Context: an optimization exercise on an open-source flow, tuned for small area, a short achievable clock period and few clock cycles per item. The choices shown serve that exercise and are no tape-out recipe.
In this exercise RTL edits were held to simulation tests only and were not proved equivalent to the original.

===== flow/design.v =====
package ekf_fixed_pkg;
    localparam int word_w    = 24;
    localparam int current_w = 5;
    localparam int soc_frac  = 16;
    localparam int vrc_frac  = 23;
    localparam int volt_frac = 20;
    localparam int coef_frac = 23;
    localparam int ocv_frac  = 21;
    typedef logic signed [word_w-1:0] soc_t;
    typedef logic signed [word_w-1:0] vrc_t;
    typedef logic signed [word_w-1:0] volt_t;
    typedef logic signed [word_w-1:0] coef_t;
    typedef logic signed [word_w-1:0] ocv_off_t;
    typedef logic signed [current_w-1:0] current_t;
    typedef struct packed {
        coef_t b_1;
        coef_t b_2;
        coef_t a_4;
        coef_t r_series;
    } coef_set_t;
endpackage
package ekf_io_pkg;
    typedef struct packed {
        logic               init;
        logic signed [4:0]  i_b;
        logic signed [23:0] v_t;
    } meas_t;
    typedef struct packed {
        logic signed [23:0] soc;
        logic signed [23:0] vrc;
    } estimate_t;
    typedef struct packed {
        logic signed [23:0] soc_p;
        logic signed [23:0] vrc_p;
        logic signed [23:0] vt_hat;
    } pred_t;
endpackage
`timescale 1ns/10ps
module meas_port (
    input  logic              clk,
    input  logic              n_rst,
    input  logic              meas_req,
    input  ekf_io_pkg::meas_t meas,
    output logic              meas_ack,
    input  logic              ready,
    output logic              take,
    output ekf_io_pkg::meas_t captured
);
    assign take = meas_req && !meas_ack && ready;
    always_ff @(posedge clk or negedge n_rst) begin
        if (!n_rst) begin
            meas_ack <= 1'b0;
        end else if (take) begin
            meas_ack <= 1'b1;
        end else if (!meas_req) begin
            meas_ack <= 1'b0;
        end
    end
    always_ff @(posedge clk) begin
        if (take) begin
            captured <= meas;
        end
    end
endmodule
`timescale 1ns/10ps
module result_port (
    input  logic                  clk,
    input  logic                  n_rst,
    input  logic                  publish,
    input  ekf_io_pkg::estimate_t state,
    output logic                  result_req,
    output ekf_io_pkg::estimate_t result,
    input  logic                  result_ack,
    output logic                  idle
);
    always_ff @(posedge clk) begin
        if (publish) begin
            result <= state;
        end
    end
    always_ff @(posedge clk or negedge n_rst) begin
        if (!n_rst) begin
            result_req <= 1'b0;
            idle       <= 1'b1;
        end else if (publish) begin
            result_req <= 1'b1;
            idle       <= 1'b0;
        end else if (result_req && result_ack) begin
            result_req <= 1'b0;
        end else if (!idle && !result_req && !result_ack) begin
            idle <= 1'b1;
        end
    end
endmodule
`timescale 1ns/10ps
module ekf_sequencer (
    input  logic clk,
    input  logic n_rst,
    input  logic take,
    input  logic out_idle,
    output logic ready,
    output logic predict_en,
    output logic correct_en,
    output logic publish
);
    typedef enum logic [1:0] {
        st_wait,
        st_predict,
        st_correct,
        st_publish
    } phase_t;
    phase_t phase;
    phase_t phase_n;
    always_ff @(posedge clk or negedge n_rst) begin
        if (!n_rst) begin
            phase <= st_wait;
        end else begin
            phase <= phase_n;
        end
    end
    always_comb begin
        case (phase)
            st_wait:    phase_n = take ? st_predict : st_wait;
            st_predict: phase_n = st_correct;
            st_correct: phase_n = st_publish;
            st_publish: phase_n = st_wait;
            default:    phase_n = st_wait;
        endcase
    end
    assign ready      = (phase == st_wait) && out_idle;
    assign predict_en = (phase == st_predict);
    assign correct_en = (phase == st_correct);
    assign publish    = (phase == st_publish);
endmodule
`timescale 1ns/10ps
module ekf_predict (
    input  logic                  clk,
    input  logic                  n_rst,
    input  logic                  predict_en,
    input  ekf_io_pkg::meas_t     captured,
    input  ekf_io_pkg::estimate_t state,
    output ekf_io_pkg::pred_t     pred
);
    localparam logic [4*ekf_fixed_pkg::word_w-1:0] set_short = {
        24'shFF463E,
        24'sh00B729,
        24'sh6AFF26,
        24'sh03EA03
    };
    localparam logic [4*ekf_fixed_pkg::word_w-1:0] set_long = {
        24'shF8BE67,
        24'sh0727A3,
        24'shADF77E,
        24'sh0A5753
    };
    ekf_fixed_pkg::soc_t                                soc_src;
    ekf_fixed_pkg::vrc_t                                vrc_src;
    logic signed [ekf_fixed_pkg::word_w-ekf_fixed_pkg::soc_frac-1:0]   soc_int;
    logic signed [ekf_fixed_pkg::word_w-ekf_fixed_pkg::soc_frac-1:0]   soc_p_int;
    ekf_fixed_pkg::coef_set_t                           coef;
    ekf_fixed_pkg::coef_t                               theta4;
    ekf_fixed_pkg::ocv_off_t                            theta5;
    logic signed [ekf_fixed_pkg::word_w+ekf_fixed_pkg::current_w-1:0]  prod_b1;
    logic signed [ekf_fixed_pkg::word_w+ekf_fixed_pkg::current_w-1:0]  prod_b2;
    logic signed [ekf_fixed_pkg::word_w+ekf_fixed_pkg::current_w-1:0]  prod_r;
    logic signed [2*ekf_fixed_pkg::word_w-1:0]          prod_a4;
    logic signed [2*ekf_fixed_pkg::word_w-1:0]          prod_th4;
    ekf_fixed_pkg::soc_t                                soc_p;
    ekf_fixed_pkg::vrc_t                                vrc_p;
    ekf_fixed_pkg::volt_t                               v_ocv;
    ekf_fixed_pkg::volt_t                               v_off;
    ekf_fixed_pkg::volt_t                               v_rc;
    ekf_fixed_pkg::volt_t                               v_ser;
    always_comb begin
        if (captured.init) begin
            soc_src = 24'sh640000;
            vrc_src = 24'sh000000;
        end else begin
            soc_src = state.soc;
            vrc_src = state.vrc;
        end
    end
    assign soc_int = soc_src[ekf_fixed_pkg::word_w-1:ekf_fixed_pkg::soc_frac];
    assign coef    = (soc_int < 32) ? set_short : set_long;
    assign prod_b1 = coef.b_1 * captured.i_b;
    assign prod_b2 = coef.b_2 * captured.i_b;
    assign prod_a4 = coef.a_4 * vrc_src;
    assign soc_p = soc_src + ekf_fixed_pkg::soc_t'(prod_b1 >>> (ekf_fixed_pkg::coef_frac - ekf_fixed_pkg::soc_frac));
    assign vrc_p = ekf_fixed_pkg::vrc_t'(prod_a4 >>> ekf_fixed_pkg::coef_frac)
                 + ekf_fixed_pkg::vrc_t'(prod_b2 >>> (ekf_fixed_pkg::coef_frac - ekf_fixed_pkg::vrc_frac));
    assign soc_p_int = soc_p[ekf_fixed_pkg::word_w-1:ekf_fixed_pkg::soc_frac];
    always_comb begin
        if (soc_p_int < 20) begin
            theta4 = 24'sh03645A;
            theta5 = 24'sh5D2474;
        end else if (soc_p_int <= 95) begin
            theta4 = 24'sh011D14;
            theta5 = 24'sh688659;
        end else begin
            theta4 = 24'sh01FBE7;
            theta5 = 24'sh53D3C3;
        end
    end
    assign prod_th4 = theta4 * soc_p;
    assign prod_r   = coef.r_series * captured.i_b;
    assign v_ocv = ekf_fixed_pkg::volt_t'(prod_th4 >>> (ekf_fixed_pkg::coef_frac + ekf_fixed_pkg::soc_frac - ekf_fixed_pkg::volt_frac));
    assign v_off = ekf_fixed_pkg::volt_t'(theta5 >>> (ekf_fixed_pkg::ocv_frac - ekf_fixed_pkg::volt_frac));
    assign v_rc  = ekf_fixed_pkg::volt_t'(vrc_p >>> (ekf_fixed_pkg::vrc_frac - ekf_fixed_pkg::volt_frac));
    assign v_ser = ekf_fixed_pkg::volt_t'(prod_r >>> (ekf_fixed_pkg::coef_frac - ekf_fixed_pkg::volt_frac));
    always_ff @(posedge clk or negedge n_rst) begin
        if (!n_rst) begin
            pred <= '0;
        end else if (predict_en) begin
            pred.soc_p  <= soc_p;
            pred.vrc_p  <= vrc_p;
            pred.vt_hat <= v_ocv + v_off - v_rc - v_ser;
        end
    end
endmodule
`timescale 1ns/10ps
module ekf_correct (
    input  logic                  clk,
    input  logic                  n_rst,
    input  logic                  correct_en,
    input  ekf_io_pkg::meas_t     captured,
    input  ekf_io_pkg::pred_t     pred,
    output ekf_io_pkg::estimate_t state
);
    localparam ekf_fixed_pkg::soc_t  k_soc = 24'sh020000;
    localparam ekf_fixed_pkg::coef_t k_rc  = 24'sh080000;
    ekf_fixed_pkg::volt_t                      innov;
    logic signed [2*ekf_fixed_pkg::word_w-1:0] prod_soc;
    logic signed [2*ekf_fixed_pkg::word_w-1:0] prod_rc;
    ekf_fixed_pkg::soc_t                       soc_n;
    ekf_fixed_pkg::vrc_t                       vrc_n;
    assign innov = captured.v_t - pred.vt_hat;
    assign prod_soc = k_soc * innov;
    assign prod_rc  = k_rc * innov;
    assign soc_n = pred.soc_p + ekf_fixed_pkg::soc_t'(prod_soc >>> ekf_fixed_pkg::volt_frac);
    assign vrc_n = pred.vrc_p + ekf_fixed_pkg::vrc_t'(prod_rc >>> ekf_fixed_pkg::volt_frac);
    always_ff @(posedge clk or negedge n_rst) begin
        if (!n_rst) begin
            state.soc <= 24'sh640000;
            state.vrc <= 24'sh000000;
        end else if (correct_en) begin
            state.soc <= soc_n;
            state.vrc <= vrc_n;
        end
    end
endmodule
`timescale 1ns/10ps
module ekf_top (
    input  logic                  clk,
    input  logic                  n_rst,
    input  logic                  meas_req,
    input  logic [29:0]           meas,
    output logic                  meas_ack,
    output logic                  result_req,
    output logic [47:0]           result,
    input  logic                  result_ack
);
    logic      ready;
    logic      take;
    logic      predict_en;
    logic      correct_en;
    logic      publish;
    logic      out_idle;
    ekf_io_pkg::meas_t     captured;
    ekf_io_pkg::pred_t     pred;
    ekf_io_pkg::estimate_t state;
    ekf_io_pkg::meas_t     meas_s;
    ekf_io_pkg::estimate_t result_s;
    assign meas_s = meas;
    assign result = result_s;
    meas_port u_meas_port (
        .clk      (clk),
        .n_rst    (n_rst),
        .meas_req (meas_req),
        .meas     (meas_s),
        .meas_ack (meas_ack),
        .ready    (ready),
        .take     (take),
        .captured (captured)
    );
    ekf_sequencer u_sequencer (
        .clk        (clk),
        .n_rst      (n_rst),
        .take       (take),
        .out_idle   (out_idle),
        .ready      (ready),
        .predict_en (predict_en),
        .correct_en (correct_en),
        .publish    (publish)
    );
    ekf_predict u_predict (
        .clk        (clk),
        .n_rst      (n_rst),
        .predict_en (predict_en),
        .captured   (captured),
        .state      (state),
        .pred       (pred)
    );
    ekf_correct u_correct (
        .clk        (clk),
        .n_rst      (n_rst),
        .correct_en (correct_en),
        .captured   (captured),
        .pred       (pred),
        .state      (state)
    );
    result_port u_result_port (
        .clk        (clk),
        .n_rst      (n_rst),
        .publish    (publish),
        .state      (state),
        .result_req (result_req),
        .result     (result_s),
        .result_ack (result_ack),
        .idle       (out_idle)
    );
endmodule

===== flow/run.sh =====
#!/bin/bash
# synth_recipe.tcl (not shown) runs the flow's synth.tcl, then flattens the netlist and writes it again
# the make line also repeats each setting of config.mk as NAME=value (left out here)
make -C /OpenROAD-flow-scripts/flow DESIGN_CONFIG=/design/flow/config.mk WORK_HOME=/design/flow/orfs CLKGATE_MAP_FILE= SYNTH_SCRIPT=/design/flow/synth_recipe.tcl finish

===== flow/config.mk =====
export PLATFORM = sky130hd
export DESIGN_NAME = ekf_top
export DESIGN_NICKNAME = ekf_top
export VERILOG_FILES = /design/flow/design.v
export SDC_FILE = /design/flow/constraint.sdc
export NUM_CORES = 4
export LEC_CHECK = 0
export CAP_MARGIN = 20
export CORE_MARGIN = 2
export CORE_UTILIZATION = 40
export SLEW_MARGIN = 20

===== flow/constraint.sdc =====
create_clock -name core_clock -period 22.0 [get_ports {clk}]
set_input_delay 4.4000 -clock core_clock [delete_from_list [all_inputs] [get_ports {clk}]]
set_output_delay 4.4000 -clock core_clock [all_outputs]
set_load 0.01 [all_outputs]

==> run notes <==
Status
The flow ran to the end and the layout has no timing, DRC or antenna violations.

Synth
Counting flops with an async set or reset pin after synthesis yields a share of between 60% and 70%. fa_1 takes more of the synthesized area than any other cell. The synthesized area per cell is approximately 10 um2.

The top cell type by area accounts for roughly two fifths of the synthesized area. The most used flip-flop cell after synthesis is dfrtp_1. The post-synthesis sequential element count is 203. The post-synth design cell area is approximately 49000 um2. For this run, the number of Yosys warnings is 5. The number of different library cells in the post-synthesis netlist is 87. Sequential cells were found to cover 11.2% of the synthesized design area. The number of enable flip-flop cells after synthesis is between 70 and 80. By area the synthesized netlist is led by fa_1, ha_1, inv_1. The synthesized instance count is roughly 4.9k.

Timing
The count of endpoints failing setup in the final report is 0. Setup repair after global routing left no endpoint under its margin. After routing, the total negative slack on setup checks comes to 0 ns. The clock period minus final worst setup slack is 19.82 ns.

The maximum clock frequency is between 50 and 60 MHz. The worst-margin pin slew is around 1.2 ns. Headroom to the max-slew limit came out at 20.7%. The share of the cycle needed by the critical path after routing is 90.1%. Between clock sinks in the finished design, the worst skew comes to between 0.015 and 0.02 ns. The final number of hold-violating endpoints came to 0.

The max-slew violation count is 0.

Clock network
The clock-pin slew on the worst setup and hold paths is 0.07 ns. The post-cts resize count is 0. The tree is rooted in a clkbuf_16. Buffers inserted during clock tree synthesis total 25. The depth of the CTS H-tree is 1. The number of sinks driven by the clock tree is approximately 200. Hold repair after CTS inserted 0 buffers. The clock tree buffer depth is 3. TritonCTS built the clock tree. The clock reaches the later pin of the worst-skew pair after between 0.5 and 0.6 ns. The total setup buffers inserted after CTS is 0.

Place
The count of buffers added on input and output ports is just over 80. Once placement completed, the tool counted placed cells totaling ~6.6k. Summed over all nets, the half-perimeter wirelength after detailed placement is 124 mm. The weighted congestion at the end of routability-driven global placement is 0.952.

The area of placed instances is between 50000 and 60000 um2.

Setup path
On the worst path, the slowest cell contributes a delay of slightly below 0.6 ns. The startpoint kind of the worst setup timing path is a register. The largest individual stage delay along the critical path comes from the cell nor3_2. Data arrives at the worst endpoint at a little over 20 ns. The most numerous cell type found on the critical path is fa_1. The critical path start-end classification is register to register. STA puts the critical path data required time at between 20 and 25 ns. The critical path startpoint is u_correct.state[45]$_DFFE_PN1P_. The worst register-to-register path begins at u_correct.state[45]$_DFFE_PN1P_. In this run the worst path has a maximum fanout of 28.

The type of element capturing the critical path is a register.

Die
The floorplan step set the die width to between 300 and 400 um. 84 I/O pins were placed. The initialized floorplan defines about 130 standard-cell rows. The vertical extent of the die is 354 um. The initial core utilization is roughly two fifths.

The area of the core is between 100000 and 150000 um2. The die covers ~130000 um2.

Finish
Leaving out fill and tap cells, the most frequent cells in the layout are inv_1, fa_1, ha_1, nor2_1, nand2_1. The final antenna diode count is 0. Summing all flip-flop and latch instances after layout gives 5480 um2. The net count reported at finish is roughly 6.6k. The post-layout instance area is roughly 53000 um2.

Summing all multi-input logic gate instances after layout gives 38300 um2. Leaving out fill and tap cells, the most frequent cell in the layout is inv_1. The fill cell instance count of the final layout is about 12k.

The signed area change from the synthesized netlist to the final layout is 7.82%. In the final layout, the share of cells above drive strength 1 is 4.21%. The final instance count without filler cells is roughly 6.6k.

Routing
The first detailed-routing pass took 6 iterations. After detailed routing, the number of vias per cell comes to around 5.1. The final wirelength is about 140 mm. The routed via count is between 30k and 40k. The count of nets left with antenna violations once routing finished came out at 0. In the routed design, unresolved DRC markers number 0. The detailed router finished its first iteration with 2597 violations. In the final routed layout, each cell accounts on average for about 21 um.

Global routing
The first global-routing pass estimated approximately 220 mm of wire. The pin count of the biggest net entering global routing is 76. The overall overflow remaining after global route is 0. Global routing used roughly 23% of the available tracks. The number of global-route vias before repair is ~36k. The number of antenna violations at the first check in global routing is 7.

Flow run
Across the run, the number of max-cap violations was 0.

Worst hold path
In this run the worst hold path is classified as register to register. The worst hold path begins at u_correct.state[9]$_DFFE_PN0P_.
==> synthesized netlist by cell type (7+ instances only) <==
cell and count:
a211oi_1 17, a21boi_0 12, a21o_1 85, a21oi_1 166, a31oi_1 21, and2_1 20, and3_1 19, clkbuf_1 88
dfrtp_1 121, edfxtp_1 78, fa_1 1010, ha_1 614, inv_1 1297, mux2_2 60, nand2_1 206, nand2b_1 47
nand3_1 45, nand4_1 17, nor2_1 243, nor2b_1 50, nor3_1 44, nor4_1 7, o211ai_1 16, o21a_1 32
o21ai_0 169, o21bai_1 19, o31ai_1 14, or2_2 25, or3_1 12, xnor2_1 144, xor2_1 69
==> cell families after synthesis <==
| kind of cell | Yosys count | synth area share (%) |
|---|---|---|
| and+or+nand+nor | 764 | 7.41 |
| buffers and inverters | 1401 | 10.8 |
| muxes | 68 | 1.56 |
| DFF | 203 | 11.2 |
| xor gates and xnor gates | 215 | 3.90 |
| AOI/OAI and AO/OA | 618 | 8.03 |
| adders and majority gates | 1624 | 57.1 |
| other | 2 | 0.0154 |
==> per-layer routing <==
metal | global-route usage, % | part of all wire, % | up-vias
li1 | - | - | 15300
met1 | 33.3 | 45 | 17100
met2 | 36.3 | 45 | 1035
met3 | 3.58 | 7.3 | 133
met4 | 4.92 | 2.5 | 2
met5 | 0 | 0.0093 | -
==> worst paths after layout <==
path                       depth (start not counted)                                 to  slack (ns)
min in group asynchronous                          1    u_correct.state[39]$_DFFE_PN0P_        3.90
hold reg to reg                                    0  u_result_port.result[9]$_DFFE_PP_        0.46
max in group asynchronous                          2    u_correct.state[22]$_DFFE_PN0P_       16.88
setup reg to reg                                  79     u_predict.pred[23]$_DFFE_PN0N_        2.18
setup / recovery                                  79     u_predict.pred[23]$_DFFE_PN0N_        2.18
hold / removal                                     0  u_result_port.result[9]$_DFFE_PP_        0.46
==> state kept, by name (all words and copies together), names as in the netlist <==
name	cells
u_predict.pred	72
u_result_port.idle	1
u_correct.state	48
u_meas_port.captured	30
u_result_port.result_req	1
u_sequencer.phase	2
u_result_port.result	48
u_meas_port.meas_ack	1
==> per-stage QoR <==
stage	util, %	setup slack (ns)	hold slack, ns
after floorplan	-	4.02	0.425
after global placement	42.6	2.84	0.436
after detailed placement	42.6	2.47	0.444
after CTS	43.3	2.39	0.460
after global routing	43.4	0.871	0.474
final	43.4	2.18	0.455
==> area by class of cell <==
type | instances | share of cell area [%]
multi-input cells | 3317 | 72.6
flip-flops and latches | 203 | 10.4
inverters | 1299 | 9.25
well taps | 1625 | 3.86
repair buffers | 127 | 2.21
clock buffers | 30 | 1.32
clock inverters | 15 | 0.347
==> worst max-delay path, delay by kind of cell, from the launching register on <==
family | cells | cell delay [ns]
AOI/OAI and AO/OA | 26 | 5.21
buffers and inverters | 12 | 1.66
and+or+nand+nor | 19 | 4.02
muxes | 2 | 0.65
xor gates and xnor gates | 4 | 0.79
adders and majority gates | 16 | 6.77
DFF | 1 | 0.56
Testbench counts, summed over its fixed seeds: cycles 12,280, items 2,048.

[what the ideal ports hide]
In the flow no input, the clock included, has a driving cell. The finished layout below was timed again as built, in two steps.
Step 1 sets driving cells, clkbuf_16 on the clock port and buf_2 on the other inputs (assumed; they add their load-dependent delay and slew).
Step 2 moves the port delays by t, midway between the first and last clock arrival at a register: inputs arrive t later, outputs are due t later. That takes back most of the time a late clock gives input paths.
Slacks: ideal / step 1 / step 2; pairs: ideal / step 1.
shift t [ns]: 0.623
setup slack, ns: 2.181 / 2.181 / 2.181
worst setup path after step 2: register to register
cell pins on the clock port's net: 1
After both steps setup and hold are still met in this run. For this run, drivers alone change the setup slack by 0.000 ns; drivers and shift together by 0.000 ns.
